Context: an optimization exercise on an open-source flow, tuned for small area, a short achievable clock period and few clock cycles per item. The choices shown serve that exercise and are no tape-out recipe.
Where RTL was checked, it was by simulation tests only, not by an equivalence proof against the original.

==> inputs of 01-05 <==
// float_mul_pipe
module float_mul_pipe #(
  parameter int E_BIT = 8,
  parameter int F_BIT = 23,
  parameter int TAG_W = 4
) (
  input  logic                 clk,
  input  logic                 rst,
  input  logic                 in_valid,
  output logic                 in_ready,
  input  logic [E_BIT+F_BIT:0] in_a,
  input  logic [E_BIT+F_BIT:0] in_b,
  input  logic [TAG_W-1:0]     in_tag,
  output logic                 out_valid,
  input  logic                 out_ready,
  output logic [E_BIT+F_BIT:0] out_p,
  output logic [TAG_W-1:0]     out_tag,
  output logic [3:0]           out_flags
);
export LEC_CHECK = 0
export CAP_MARGIN = 20
export CORE_MARGIN = 2
export CORE_UTILIZATION = 70
export CTS_BUF_LIST = sky130_fd_sc_hd__clkbuf_4 sky130_fd_sc_hd__clkbuf_8
export SETUP_SLACK_MARGIN = 4.0
export SLEW_MARGIN = 20
export SYNTH_HIERARCHICAL = 1
export SYNTH_MINIMUM_KEEP_SIZE = 0
create_clock -name core_clock -period 8.0 [get_ports {clk}]
standard.sh (not shown) runs the stock make flow with config.mk's settings and CLKGATE_MAP_FILE= SYNTH_SCRIPT=/design/flow/synth_recipe.tcl, a recipe that flattens the netlist after the stock synthesis.
==> flow/flow/run.sh <==
#!/bin/bash
# The standard layout, with plain buf_1 cells (instead of the delay cells that
# buffer_ports picks by default) as the buffers on the input and output ports.
set -euo pipefail
bash standard.sh "BUFFER_PORTS_ARGS=-buffer_cell sky130_fd_sc_hd__buf_1" finish > flow_make.log 2>&1
==> inputs of 01-16, as changes to 01-05 <==
--- a/flow/design.v
+++ b/flow/design.v
@@ -57,14 +57,16 @@
     end
   end
   function automatic logic [4:0] tz23(input logic [22:0] f);
     tz23 = 5'd23;
     for (int k = 22; k >= 0; k--) if (f[k]) tz23 = 5'(k);
   endfunction
+  logic [5:0] w_tz;
+  assign w_tz = {1'b0, tz23(w_fa)} + {1'b0, tz23(w_fb)};
   logic [22:0] r0_fa;
-  logic [4:0]  r0_tzb;
+  logic        r0_st0, r0_st1;
   logic [11:0] r0_neg, r0_one, r0_two;
   logic [9:0]  r0_ex;
   logic [1:0]  r0_cls;
   logic        r0_sign;
   logic [3:0]  r0_tag;
   always_ff @(posedge clk) begin
@@ -74,13 +76,14 @@
       r0_one  <= w_one;
       r0_two  <= w_two;
       r0_ex   <= {2'b00, w_ea} + {2'b00, w_eb} - 10'd127;
       r0_cls  <= w_cls0;
       r0_sign <= in_a[31] ^ in_b[31];
       r0_tag  <= in_tag;
-      r0_tzb  <= tz23(w_fb);
+      r0_st0  <= w_tz < 6'd22;
+      r0_st1  <= w_tz < 6'd23;
     end
   end
   logic [23:0] w_ma;
   assign w_ma = {1'b1, r0_fa};
   logic [24:0] pp0, pp1, pp2, pp3, pp4, pp5, pp6, pp7, pp8, pp9, pp10, pp11;
   logic [24:0] w_pp [12];
@@ -728,14 +731,12 @@
   fmul_pfx_gp u_lk1_g7 (.gh(lk0_g7), .ph(lk0_p7), .gl(lk0_g5), .pl(lk0_p5), .g(lk1_g7), .p(lk1_p7));
   wire lk2_g7;
   fmul_pfx_g u_lk2_g7 (.gh(lk1_g7), .ph(lk1_p7), .gl(lk1_g3), .g(lk2_g7));
   wire lk3_g9;
   fmul_pfx_g u_lk3_g9 (.gh(lk0_g9), .ph(lk0_p9), .gl(lk2_g7), .g(lk3_g9));
   wire w_lowc = lk3_g9;
-  logic [5:0] w_tz;
-  assign w_tz = {1'b0, tz23(r0_fa)} + {1'b0, r0_tzb};
   logic [47:0] r1_s, r1_c;
   logic [9:0]  r1_ex;
   logic [1:0]  r1_cls;
   logic        r1_sign;
   logic [3:0]  r1_tag;
   logic        r1_st0, r1_st1;
@@ -820,14 +821,14 @@
       r1_c[47] <= t295c;
       r1_lowc <= w_lowc;
       r1_ex   <= r0_ex;
       r1_cls  <= r0_cls;
       r1_sign <= r0_sign;
       r1_tag  <= r0_tag;
-      r1_st0  <= w_tz < 6'd22;
-      r1_st1  <= w_tz < 6'd23;
+      r1_st0  <= r0_st0;
+      r1_st1  <= r0_st1;
     end
   end
   logic [47:0] w_s, w_c, w_prod;
   assign w_s[0] = 1'b0;
   assign w_c[0] = 1'b0;
   assign w_s[1] = 1'b0;
@@ -1329,72 +1330,67 @@
   assign w_i1 = w_z1 ^ w_o1;
   assign w_i0 = w_z0 ^ w_o0;
   assign w_all1 = w_prod[24] & w_qa[21];
   assign w_all0 = w_prod[23] & w_t[24] & w_qa[20];
   assign w_up1 = w_g1 & (w_st1 | w_z1[0]);
   assign w_up0 = w_g0 & (w_st0 | w_z0[0]);
+  always_comb begin
+    if (w_msb) begin
+      w_frac  = w_up1 ? w_i1 : w_z1;
+      w_carry = w_up1 & w_all1;
+    end else begin
+      w_frac  = w_up0 ? w_i0 : w_z0;
+      w_carry = w_up0 & w_all0;
+    end
+  end
   assign w_inexact = w_msb ? (w_g1 | w_st1) : (w_g0 | w_st0);
   logic [9:0] w_e0, w_e1, w_e2;
   logic       w_uf0, w_uf1, w_uf2, w_of0, w_of1, w_of2;
   assign w_e0 = r1_ex;
   assign w_e1 = r1_ex + 10'd1;
   assign w_e2 = r1_ex + 10'd2;
   assign w_uf0 = $signed(w_e0) <= 0;
   assign w_uf1 = $signed(w_e1) <= 0;
   assign w_uf2 = $signed(w_e2) <= 0;
   assign w_of0 = $signed(w_e0) >= 10'sd255;
   assign w_of1 = $signed(w_e1) >= 10'sd255;
   assign w_of2 = $signed(w_e2) >= 10'sd255;
-  logic [31:0] w_pm0, w_pm1, w_p;
-  logic [3:0]  w_fm0, w_fm1, w_flags;
+  logic [7:0] w_ef;
+  logic       w_uf, w_of;
+  always_comb begin
+    case ({w_msb, w_carry})
+      2'b00:   begin w_ef = w_e0[7:0]; w_uf = w_uf0; w_of = w_of0; end
+      2'b11:   begin w_ef = w_e2[7:0]; w_uf = w_uf2; w_of = w_of2; end
+      default: begin w_ef = w_e1[7:0]; w_uf = w_uf1; w_of = w_of1; end
+    endcase
+  end
+  logic [31:0] w_p;
+  logic [3:0]  w_flags;
   always_comb begin
-    logic       c0, c1;
-    logic [7:0] ef0, ef1;
-    logic       uf0, uf1, of0, of1;
-    c0 = w_up0 & w_all0;
-    c1 = w_up1 & w_all1;
-    ef0 = c0 ? w_e1[7:0] : w_e0[7:0];
-    uf0 = c0 ? w_uf1 : w_uf0;
-    of0 = c0 ? w_of1 : w_of0;
-    ef1 = c1 ? w_e2[7:0] : w_e1[7:0];
-    uf1 = c1 ? w_uf2 : w_uf1;
-    of1 = c1 ? w_of2 : w_of1;
-    w_pm0 = '0; w_fm0 = '0;
-    w_pm1 = '0; w_fm1 = '0;
+    w_p     = '0;
+    w_flags = '0;
     case (r1_cls)
       C_NAN: begin
-        w_pm0 = 32'h7FC00000; w_fm0 = 4'b1000;
-        w_pm1 = 32'h7FC00000; w_fm1 = 4'b1000;
-      end
-      C_INF: begin
-        w_pm0 = {r1_sign, 8'hFF, 23'd0};
-        w_pm1 = {r1_sign, 8'hFF, 23'd0};
-      end
-      C_ZERO: begin
-        w_pm0 = {r1_sign, 31'd0};
-        w_pm1 = {r1_sign, 31'd0};
+        w_p     = 32'h7FC00000;
+        w_flags = 4'b1000;
       end
+      C_INF:  w_p = {r1_sign, 8'hFF, 23'd0};
+      C_ZERO: w_p = {r1_sign, 31'd0};
       default: begin
-        if (uf0) begin
-          w_pm0 = {r1_sign, 31'd0}; w_fm0 = 4'b0011;
-        end else if (of0) begin
-          w_pm0 = {r1_sign, 8'hFF, 23'd0}; w_fm0 = 4'b0101;
-        end else begin
-          w_pm0 = {r1_sign, ef0, w_z0 ^ (w_o0 & {23{w_up0}})}; w_fm0 = {3'b000, w_g0 | w_st0};
-        end
-        if (uf1) begin
-          w_pm1 = {r1_sign, 31'd0}; w_fm1 = 4'b0011;
-        end else if (of1) begin
-          w_pm1 = {r1_sign, 8'hFF, 23'd0}; w_fm1 = 4'b0101;
+        if (w_uf) begin
+          w_p     = {r1_sign, 31'd0};
+          w_flags = 4'b0011;
+        end else if (w_of) begin
+          w_p     = {r1_sign, 8'hFF, 23'd0};
+          w_flags = 4'b0101;
         end else begin
-          w_pm1 = {r1_sign, ef1, w_z1 ^ (w_o1 & {23{w_up1}})}; w_fm1 = {3'b000, w_g1 | w_st1};
+          w_p     = {r1_sign, w_ef, w_frac};
+          w_flags = {3'b000, w_inexact};
         end
       end
     endcase
-    w_p     = w_msb ? w_pm1 : w_pm0;
-    w_flags = w_msb ? w_fm1 : w_fm0;
   end
   logic [31:0] r_p;
   logic [3:0]  r_flags, r_tag;
   assign out_p     = r_p;
   assign out_tag   = r_tag;
   assign out_flags = r_flags;
==> flow/config.mk (replaced) <==
export PLATFORM = sky130hd
export DESIGN_NAME = float_mul_pipe
export DESIGN_NICKNAME = float_mul_pipe
export VERILOG_FILES = /design/flow/design.v
export SDC_FILE = /design/flow/constraint.sdc
export NUM_CORES = 4
export LEC_CHECK = 0
export CAP_MARGIN = 20
export CORE_MARGIN = 2
export CORE_UTILIZATION = 80
export CTS_BUF_LIST = sky130_fd_sc_hd__clkbuf_4 sky130_fd_sc_hd__clkbuf_8
export SETUP_SLACK_MARGIN = 4.4
export SLEW_MARGIN = 20
export SYNTH_HIERARCHICAL = 1
export SYNTH_MINIMUM_KEEP_SIZE = 0
==> inputs of 08-23, as changes to 01-05 <==
--- a/flow/design.v
+++ b/flow/design.v
@@ -60,23 +60,23 @@
     tz23 = 5'd23;
     for (int k = 22; k >= 0; k--) if (f[k]) tz23 = 5'(k);
   endfunction
   logic [22:0] r0_fa;
   logic [4:0]  r0_tzb;
   logic [11:0] r0_neg, r0_one, r0_two;
-  logic [9:0]  r0_ex;
+  logic [8:0]  r0_es;          
   logic [1:0]  r0_cls;
   logic        r0_sign;
   logic [3:0]  r0_tag;
   always_ff @(posedge clk) begin
     if (w_adv) begin
       r0_fa   <= w_fa;
       r0_neg  <= w_neg;
       r0_one  <= w_one;
       r0_two  <= w_two;
-      r0_ex   <= {2'b00, w_ea} + {2'b00, w_eb} - 10'd127;
+      r0_es   <= {1'b0, w_ea} + {1'b0, w_eb};
       r0_cls  <= w_cls0;
       r0_sign <= in_a[31] ^ in_b[31];
       r0_tag  <= in_tag;
       r0_tzb  <= tz23(w_fb);
     end
   end
@@ -189,13 +189,14 @@
   fmul_fa u_t44 (.a(pp2[23]), .b(pp3[21]), .c(pp4[19]), .s(t44s), .co(t44c));
   wire t45s, t45c;
   fmul_fa u_t45 (.a(pp5[17]), .b(pp6[15]), .c(pp7[13]), .s(t45s), .co(t45c));
   wire t46s, t46c;
   fmul_fa u_t46 (.a(pp8[11]), .b(pp9[9]), .c(pp10[7]), .s(t46s), .co(t46c));
   wire t47s, t47c;
-  fmul_fa u_t47 (.a(1'b1), .b(r0_fa[4]), .c(pp2[24]), .s(t47s), .co(t47c));
+  assign t47s = ~(r0_fa[4] ^ pp2[24]);
+  assign t47c = r0_fa[4] | pp2[24];
   wire t48s, t48c;
   fmul_fa u_t48 (.a(pp3[22]), .b(pp4[20]), .c(pp5[18]), .s(t48s), .co(t48c));
   wire t49s, t49c;
   fmul_fa u_t49 (.a(pp6[16]), .b(pp7[14]), .c(pp8[12]), .s(t49s), .co(t49c));
   wire t50s, t50c;
   fmul_ha u_t50 (.a(pp9[10]), .b(pp10[8]), .s(t50s), .co(t50c));
@@ -203,29 +204,32 @@
   fmul_fa u_t51 (.a(~r0_neg[2]), .b(r0_fa[5]), .c(pp3[23]), .s(t51s), .co(t51c));
   wire t52s, t52c;
   fmul_fa u_t52 (.a(pp4[21]), .b(pp5[19]), .c(pp6[17]), .s(t52s), .co(t52c));
   wire t53s, t53c;
   fmul_fa u_t53 (.a(pp7[15]), .b(pp8[13]), .c(pp9[11]), .s(t53s), .co(t53c));
   wire t54s, t54c;
-  fmul_fa u_t54 (.a(1'b1), .b(r0_fa[6]), .c(pp3[24]), .s(t54s), .co(t54c));
+  assign t54s = ~(r0_fa[6] ^ pp3[24]);
+  assign t54c = r0_fa[6] | pp3[24];
   wire t55s, t55c;
   fmul_fa u_t55 (.a(pp4[22]), .b(pp5[20]), .c(pp6[18]), .s(t55s), .co(t55c));
   wire t56s, t56c;
   fmul_ha u_t56 (.a(pp7[16]), .b(pp8[14]), .s(t56s), .co(t56c));
   wire t57s, t57c;
   fmul_fa u_t57 (.a(~r0_neg[3]), .b(r0_fa[7]), .c(pp4[23]), .s(t57s), .co(t57c));
   wire t58s, t58c;
   fmul_fa u_t58 (.a(pp5[21]), .b(pp6[19]), .c(pp7[17]), .s(t58s), .co(t58c));
   wire t59s, t59c;
-  fmul_fa u_t59 (.a(1'b1), .b(r0_fa[8]), .c(pp4[24]), .s(t59s), .co(t59c));
+  assign t59s = ~(r0_fa[8] ^ pp4[24]);
+  assign t59c = r0_fa[8] | pp4[24];
   wire t60s, t60c;
   fmul_ha u_t60 (.a(pp5[22]), .b(pp6[20]), .s(t60s), .co(t60c));
   wire t61s, t61c;
   fmul_fa u_t61 (.a(~r0_neg[4]), .b(r0_fa[9]), .c(pp5[23]), .s(t61s), .co(t61c));
   wire t62s, t62c;
-  fmul_ha u_t62 (.a(1'b1), .b(r0_fa[10]), .s(t62s), .co(t62c));
+  assign t62s = ~r0_fa[10];
+  assign t62c = r0_fa[10];
   wire t63s, t63c;
   fmul_ha u_t63 (.a(pp2[0]), .b(t1c), .s(t63s), .co(t63c));
   wire t64s, t64c;
   fmul_ha u_t64 (.a(t2c), .b(t3s), .s(t64s), .co(t64c));
   wire t65s, t65c;
   fmul_fa u_t65 (.a(t5s), .b(t3c), .c(t4s), .s(t65s), .co(t65c));
@@ -379,29 +383,32 @@
   fmul_fa u_t139 (.a(~r0_neg[5]), .b(r0_fa[11]), .c(t62c), .s(t139s), .co(t139c));
   wire t140s, t140c;
   fmul_fa u_t140 (.a(pp6[23]), .b(pp7[21]), .c(pp8[19]), .s(t140s), .co(t140c));
   wire t141s, t141c;
   fmul_fa u_t141 (.a(pp9[17]), .b(pp10[15]), .c(pp11[13]), .s(t141s), .co(t141c));
   wire t142s, t142c;
-  fmul_fa u_t142 (.a(1'b1), .b(r0_fa[12]), .c(pp6[24]), .s(t142s), .co(t142c));
+  assign t142s = ~(r0_fa[12] ^ pp6[24]);
+  assign t142c = r0_fa[12] | pp6[24];
   wire t143s, t143c;
   fmul_fa u_t143 (.a(pp7[22]), .b(pp8[20]), .c(pp9[18]), .s(t143s), .co(t143c));
   wire t144s, t144c;
   fmul_ha u_t144 (.a(pp10[16]), .b(pp11[14]), .s(t144s), .co(t144c));
   wire t145s, t145c;
   fmul_fa u_t145 (.a(~r0_neg[6]), .b(r0_fa[13]), .c(pp7[23]), .s(t145s), .co(t145c));
   wire t146s, t146c;
   fmul_fa u_t146 (.a(pp8[21]), .b(pp9[19]), .c(pp10[17]), .s(t146s), .co(t146c));
   wire t147s, t147c;
-  fmul_fa u_t147 (.a(1'b1), .b(r0_fa[14]), .c(pp7[24]), .s(t147s), .co(t147c));
+  assign t147s = ~(r0_fa[14] ^ pp7[24]);
+  assign t147c = r0_fa[14] | pp7[24];
   wire t148s, t148c;
   fmul_ha u_t148 (.a(pp8[22]), .b(pp9[20]), .s(t148s), .co(t148c));
   wire t149s, t149c;
   fmul_fa u_t149 (.a(~r0_neg[7]), .b(r0_fa[15]), .c(pp8[23]), .s(t149s), .co(t149c));
   wire t150s, t150c;
-  fmul_ha u_t150 (.a(1'b1), .b(r0_fa[16]), .s(t150s), .co(t150c));
+  assign t150s = ~r0_fa[16];
+  assign t150c = r0_fa[16];
   wire t151s, t151c;
   fmul_ha u_t151 (.a(t6s), .b(t66s), .s(t151s), .co(t151c));
   wire t152s, t152c;
   fmul_ha u_t152 (.a(t66c), .b(t67s), .s(t152s), .co(t152c));
   wire t153s, t153c;
   fmul_fa u_t153 (.a(t9s), .b(t68s), .c(t67c), .s(t153s), .co(t153c));
@@ -531,19 +538,21 @@
   fmul_fa u_t215 (.a(pp10[20]), .b(pp11[18]), .c(t149c), .s(t215s), .co(t215c));
   wire t216s, t216c;
   fmul_fa u_t216 (.a(~r0_neg[8]), .b(r0_fa[17]), .c(t150c), .s(t216s), .co(t216c));
   wire t217s, t217c;
   fmul_fa u_t217 (.a(pp9[23]), .b(pp10[21]), .c(pp11[19]), .s(t217s), .co(t217c));
   wire t218s, t218c;
-  fmul_fa u_t218 (.a(1'b1), .b(r0_fa[18]), .c(pp9[24]), .s(t218s), .co(t218c));
+  assign t218s = ~(r0_fa[18] ^ pp9[24]);
+  assign t218c = r0_fa[18] | pp9[24];
   wire t219s, t219c;
   fmul_ha u_t219 (.a(pp10[22]), .b(pp11[20]), .s(t219s), .co(t219c));
   wire t220s, t220c;
   fmul_fa u_t220 (.a(~r0_neg[9]), .b(r0_fa[19]), .c(pp10[23]), .s(t220s), .co(t220c));
   wire t221s, t221c;
-  fmul_ha u_t221 (.a(1'b1), .b(r0_fa[20]), .s(t221s), .co(t221c));
+  assign t221s = ~r0_fa[20];
+  assign t221c = r0_fa[20];
   wire t222s, t222c;
   fmul_ha u_t222 (.a(t155s), .b(t68c), .s(t222s), .co(t222c));
   wire t223s, t223c;
   fmul_fa u_t223 (.a(t156s), .b(t155c), .c(t154c), .s(t223s), .co(t223c));
   wire t224s, t224c;
   fmul_fa u_t224 (.a(t156c), .b(t158s), .c(t157c), .s(t224s), .co(t224c));
@@ -611,13 +620,14 @@
   fmul_fa u_t255 (.a(pp11[21]), .b(t219c), .c(t218c), .s(t255s), .co(t255c));
   wire t256s, t256c;
   fmul_fa u_t256 (.a(t221s), .b(pp10[24]), .c(pp11[22]), .s(t256s), .co(t256c));
   wire t257s, t257c;
   fmul_fa u_t257 (.a(~r0_neg[10]), .b(r0_fa[21]), .c(t221c), .s(t257s), .co(t257c));
   wire t258s, t258c;
-  fmul_ha u_t258 (.a(1'b1), .b(r0_fa[22]), .s(t258s), .co(t258c));
+  assign t258s = ~r0_fa[22];
+  assign t258c = r0_fa[22];
   wire t259s, t259c;
   fmul_ha u_t259 (.a(t154s), .b(t222s), .s(t259s), .co(t259c));
   wire t260s, t260c;
   fmul_fa u_t260 (.a(t157s), .b(t222c), .c(t223s), .s(t260s), .co(t260c));
   wire t261s, t261c;
   fmul_fa u_t261 (.a(t159s), .b(t223c), .c(t224s), .s(t261s), .co(t261c));
@@ -687,13 +697,14 @@
   fmul_fa u_t293 (.a(t220c), .b(t256s), .c(t255c), .s(t293s), .co(t293c));
   wire t294s, t294c;
   fmul_fa u_t294 (.a(pp11[23]), .b(t257s), .c(t256c), .s(t294s), .co(t294c));
   wire t295s, t295c;
   fmul_fa u_t295 (.a(t258s), .b(pp11[24]), .c(t257c), .s(t295s), .co(t295c));
   wire t296s, t296c;
-  fmul_fa u_t296 (.a(1'b1), .b(~r0_neg[11]), .c(t258c), .s(t296s), .co(t296c));
+  assign t296s = ~(~r0_neg[11] ^ t258c);
+  assign t296c = ~r0_neg[11] | t258c;
   logic [9:0] w_lg, w_lp;
   assign w_lg[0] = r0_neg[0] & pp0[0];
   assign w_lp[0] = r0_neg[0] ^ pp0[0];
   assign w_lg[1] = 1'b0;
   assign w_lp[1] = pp0[1];
   assign w_lg[2] = pp1[0] & t0s;
@@ -731,13 +742,13 @@
   wire lk3_g9;
   fmul_pfx_g u_lk3_g9 (.gh(lk0_g9), .ph(lk0_p9), .gl(lk2_g7), .g(lk3_g9));
   wire w_lowc = lk3_g9;
   logic [5:0] w_tz;
   assign w_tz = {1'b0, tz23(r0_fa)} + {1'b0, r0_tzb};
   logic [47:0] r1_s, r1_c;
-  logic [9:0]  r1_ex;
+  logic [8:0]  r1_es;
   logic [1:0]  r1_cls;
   logic        r1_sign;
   logic [3:0]  r1_tag;
   logic        r1_st0, r1_st1;
   logic        r1_lowc;       
   always_ff @(posedge clk) begin
@@ -816,13 +827,13 @@
       r1_c[43] <= t291c;
       r1_c[44] <= t292c;
       r1_c[45] <= t293c;
       r1_c[46] <= t294c;
       r1_c[47] <= t295c;
       r1_lowc <= w_lowc;
-      r1_ex   <= r0_ex;
+      r1_es   <= r0_es;
       r1_cls  <= r0_cls;
       r1_sign <= r0_sign;
       r1_tag  <= r0_tag;
       r1_st0  <= w_tz < 6'd22;
       r1_st1  <= w_tz < 6'd23;
     end
@@ -1194,18 +1205,18 @@
   assign w_cy[45] = skinv35;
   assign w_cy[46] = sk5_g36;
   assign w_cy[47] = skinv36;
   assign w_prod[47:22] = w_pr[47:22] ^ w_cy;
   assign w_prod[21:0] = 22'd0;   
   logic        w_msb;
-  logic        w_g1, w_g0, w_st1, w_st0, w_up1, w_up0, w_inexact;
+  logic        w_g1, w_g0, w_st1, w_st0, w_up1, w_up0;
   logic [46:24] w_t;
   logic [21:0]  w_tq, w_qa;     
   logic [22:0]  w_o1, w_o0;     
-  logic [22:0]  w_z1, w_z0, w_i1, w_i0, w_frac;
-  logic         w_all1, w_all0, w_carry;
+  logic [22:0]  w_z1, w_z0;
+  logic         w_all1, w_all0;
   assign w_msb = w_prod[47];
   assign w_g1  = w_prod[23];
   assign w_st1 = r1_st1;
   assign w_g0  = w_prod[22];
   assign w_st0 = r1_st0;
   assign w_t  = w_pr[46:24] ^ w_g[45:23];
@@ -1323,42 +1334,39 @@
   assign w_qa[20] = ap4_20;
   assign w_qa[21] = ap4_21;
   assign w_o1 = {w_qa[20:0] & {21{w_prod[24]}}, w_prod[24], 1'b1};
   assign w_o0 = {w_qa[19:0] & {20{w_prod[23] & w_t[24]}}, w_prod[23] & w_t[24], w_prod[23], 1'b1};
   assign w_z1 = w_prod[46:24];
   assign w_z0 = w_prod[45:23];
-  assign w_i1 = w_z1 ^ w_o1;
-  assign w_i0 = w_z0 ^ w_o0;
   assign w_all1 = w_prod[24] & w_qa[21];
   assign w_all0 = w_prod[23] & w_t[24] & w_qa[20];
   assign w_up1 = w_g1 & (w_st1 | w_z1[0]);
   assign w_up0 = w_g0 & (w_st0 | w_z0[0]);
-  assign w_inexact = w_msb ? (w_g1 | w_st1) : (w_g0 | w_st0);
-  logic [9:0] w_e0, w_e1, w_e2;
+  logic [7:0] w_e0, w_e1, w_e2;
   logic       w_uf0, w_uf1, w_uf2, w_of0, w_of1, w_of2;
-  assign w_e0 = r1_ex;
-  assign w_e1 = r1_ex + 10'd1;
-  assign w_e2 = r1_ex + 10'd2;
-  assign w_uf0 = $signed(w_e0) <= 0;
-  assign w_uf1 = $signed(w_e1) <= 0;
-  assign w_uf2 = $signed(w_e2) <= 0;
-  assign w_of0 = $signed(w_e0) >= 10'sd255;
-  assign w_of1 = $signed(w_e1) >= 10'sd255;
-  assign w_of2 = $signed(w_e2) >= 10'sd255;
+  assign w_e0 = r1_es[7:0] + 8'd129;
+  assign w_e1 = r1_es[7:0] + 8'd130;
+  assign w_e2 = r1_es[7:0] + 8'd131;
+  assign w_uf0 = r1_es <= 9'd127;
+  assign w_uf1 = r1_es <= 9'd126;
+  assign w_uf2 = r1_es <= 9'd125;
+  assign w_of0 = r1_es >= 9'd382;
+  assign w_of1 = r1_es >= 9'd381;
+  assign w_of2 = r1_es >= 9'd380;
   logic [31:0] w_pm0, w_pm1, w_p;
   logic [3:0]  w_fm0, w_fm1, w_flags;
   always_comb begin
     logic       c0, c1;
     logic [7:0] ef0, ef1;
     logic       uf0, uf1, of0, of1;
     c0 = w_up0 & w_all0;
     c1 = w_up1 & w_all1;
-    ef0 = c0 ? w_e1[7:0] : w_e0[7:0];
+    ef0 = c0 ? w_e1 : w_e0;
     uf0 = c0 ? w_uf1 : w_uf0;
     of0 = c0 ? w_of1 : w_of0;
-    ef1 = c1 ? w_e2[7:0] : w_e1[7:0];
+    ef1 = c1 ? w_e2 : w_e1;
     uf1 = c1 ? w_uf2 : w_uf1;
     of1 = c1 ? w_of2 : w_of1;
     w_pm0 = '0; w_fm0 = '0;
     w_pm1 = '0; w_fm1 = '0;
     case (r1_cls)
       C_NAN: begin
==> flow/config.mk (replaced) <==
export PLATFORM = sky130hd
export DESIGN_NAME = float_mul_pipe
export DESIGN_NICKNAME = float_mul_pipe
export VERILOG_FILES = /design/flow/design.v
export SDC_FILE = /design/flow/constraint.sdc
export NUM_CORES = 4
export LEC_CHECK = 0
export CAP_MARGIN = 20
export CORE_MARGIN = 2
export CORE_UTILIZATION = 76
export CTS_BUF_LIST = sky130_fd_sc_hd__clkbuf_4 sky130_fd_sc_hd__clkbuf_8
export SETUP_SLACK_MARGIN = 4.15
export SLEW_MARGIN = 20
export SYNTH_HIERARCHICAL = 1
export SYNTH_MINIMUM_KEEP_SIZE = 0
==> impl_metrics.yaml <==
min_path:
  holdPathEnd: "r_tag[1]"
status:
  status: "complete, no violations"
timing:
  setup_ws_ps: 3990
  drv_slew: 0
floorplan:
  num_rows: 67
  fp.dieArea_sq_um: 35400
setup_path:
  cp_common_cell: "fa_1"
  endpoint_kind: "flip-flop"
  cp_top_family: "adder cells"
  worst-setup-path-type: "flip-flop to flip-flop"
layout:
  regArea_sq_um: 6590
  seq_cells: 220
  top_regs: "r1_c x38, r1_s x38, r_p x32"
  n_antenna_cell: 0
detailed_routing:
  wl_met3_um: 8920
  drt_pass1_iterations: 9
logic_synthesis:
  synth-xor-area-share: 0.154
  synth_seq_cells: 220
cts:
  post_cts_buffers: 22
# the run above: 01-05

==> impl_metrics.yaml <==
status:
  stop_error: "[ERROR DPL-0038] Utilization greater than 100%, impossible to legalize"
  stop_stage: "global routing (5_1_grt)"
  status: "stopped before the end"
cts:
  post_cts_buffers: 138
logic_synthesis:
  synth_seq_cells: 217
  synth-xor-area-share: 0.157
place:
  place_area_sq_um: 23900
  gp_congestion: 0.973
floorplan:
  num_rows: 62
  initial_utilization: 0.812
# the run above: 01-16

==> impl_metrics.yaml <==
timing:
  drv_slew: 0
  setup_ws_ps: 4150
setup_path:
  cp_top_family: "adder cells"
  endpoint_kind: "flip-flop"
  cp_common_cell: "fa_1"
cts:
  post_cts_buffers: 34
detailed_routing:
  drt_pass1_iterations: 9
  wl_met3_um: 9950
logic_synthesis:
  synth_seq_cells: 218
  synth-xor-area-share: 0.158
floorplan:
  fp.dieArea_sq_um: 32000
  num_rows: 64
layout:
  regArea_sq_um: 6530
min_path:
  holdPathEnd: "r1_es[6]"
status:
  status: "complete, no violations"
# the run above: 08-23

Testbench counts of 01-16, summed over its fixed seeds: cycles 160,024, items 160,000.
Testbench counts of 08-23, summed over its fixed seeds: cycles 160,024, items 160,000.
No functional check of the RTL was part of 01-05.

-- re-timing with driven ports --
The results above use ideal ports. As a check the final layouts listed here were re-extracted and re-timed, cells and wires unchanged.
Step 1, drivers: a clkbuf_16 drives clk and a buf_2 each remaining input, both assumed.
Step 2 times the ports against the registers' clock, not the clock port: input delays grow and output delays shrink by t, the midpoint of the rising clock arrivals with the driver on.
a / b / c = ideal ports / drivers / drivers and shift; a / b = the first two.
run | t (ns) | setup WS [ns] | worst slew at a driven data input, ns
01-05 | 0.643 | 3.991 / 3.991 / 3.991 | 0.04
08-23 | 0.612 | 4.151 / 4.151 / 3.943 | 0.06
After both steps setup and hold are still met in every run listed. For 08-23, which loses most, drivers alone change the setup slack by 0.000 ns; drivers and shift together by -0.208 ns.
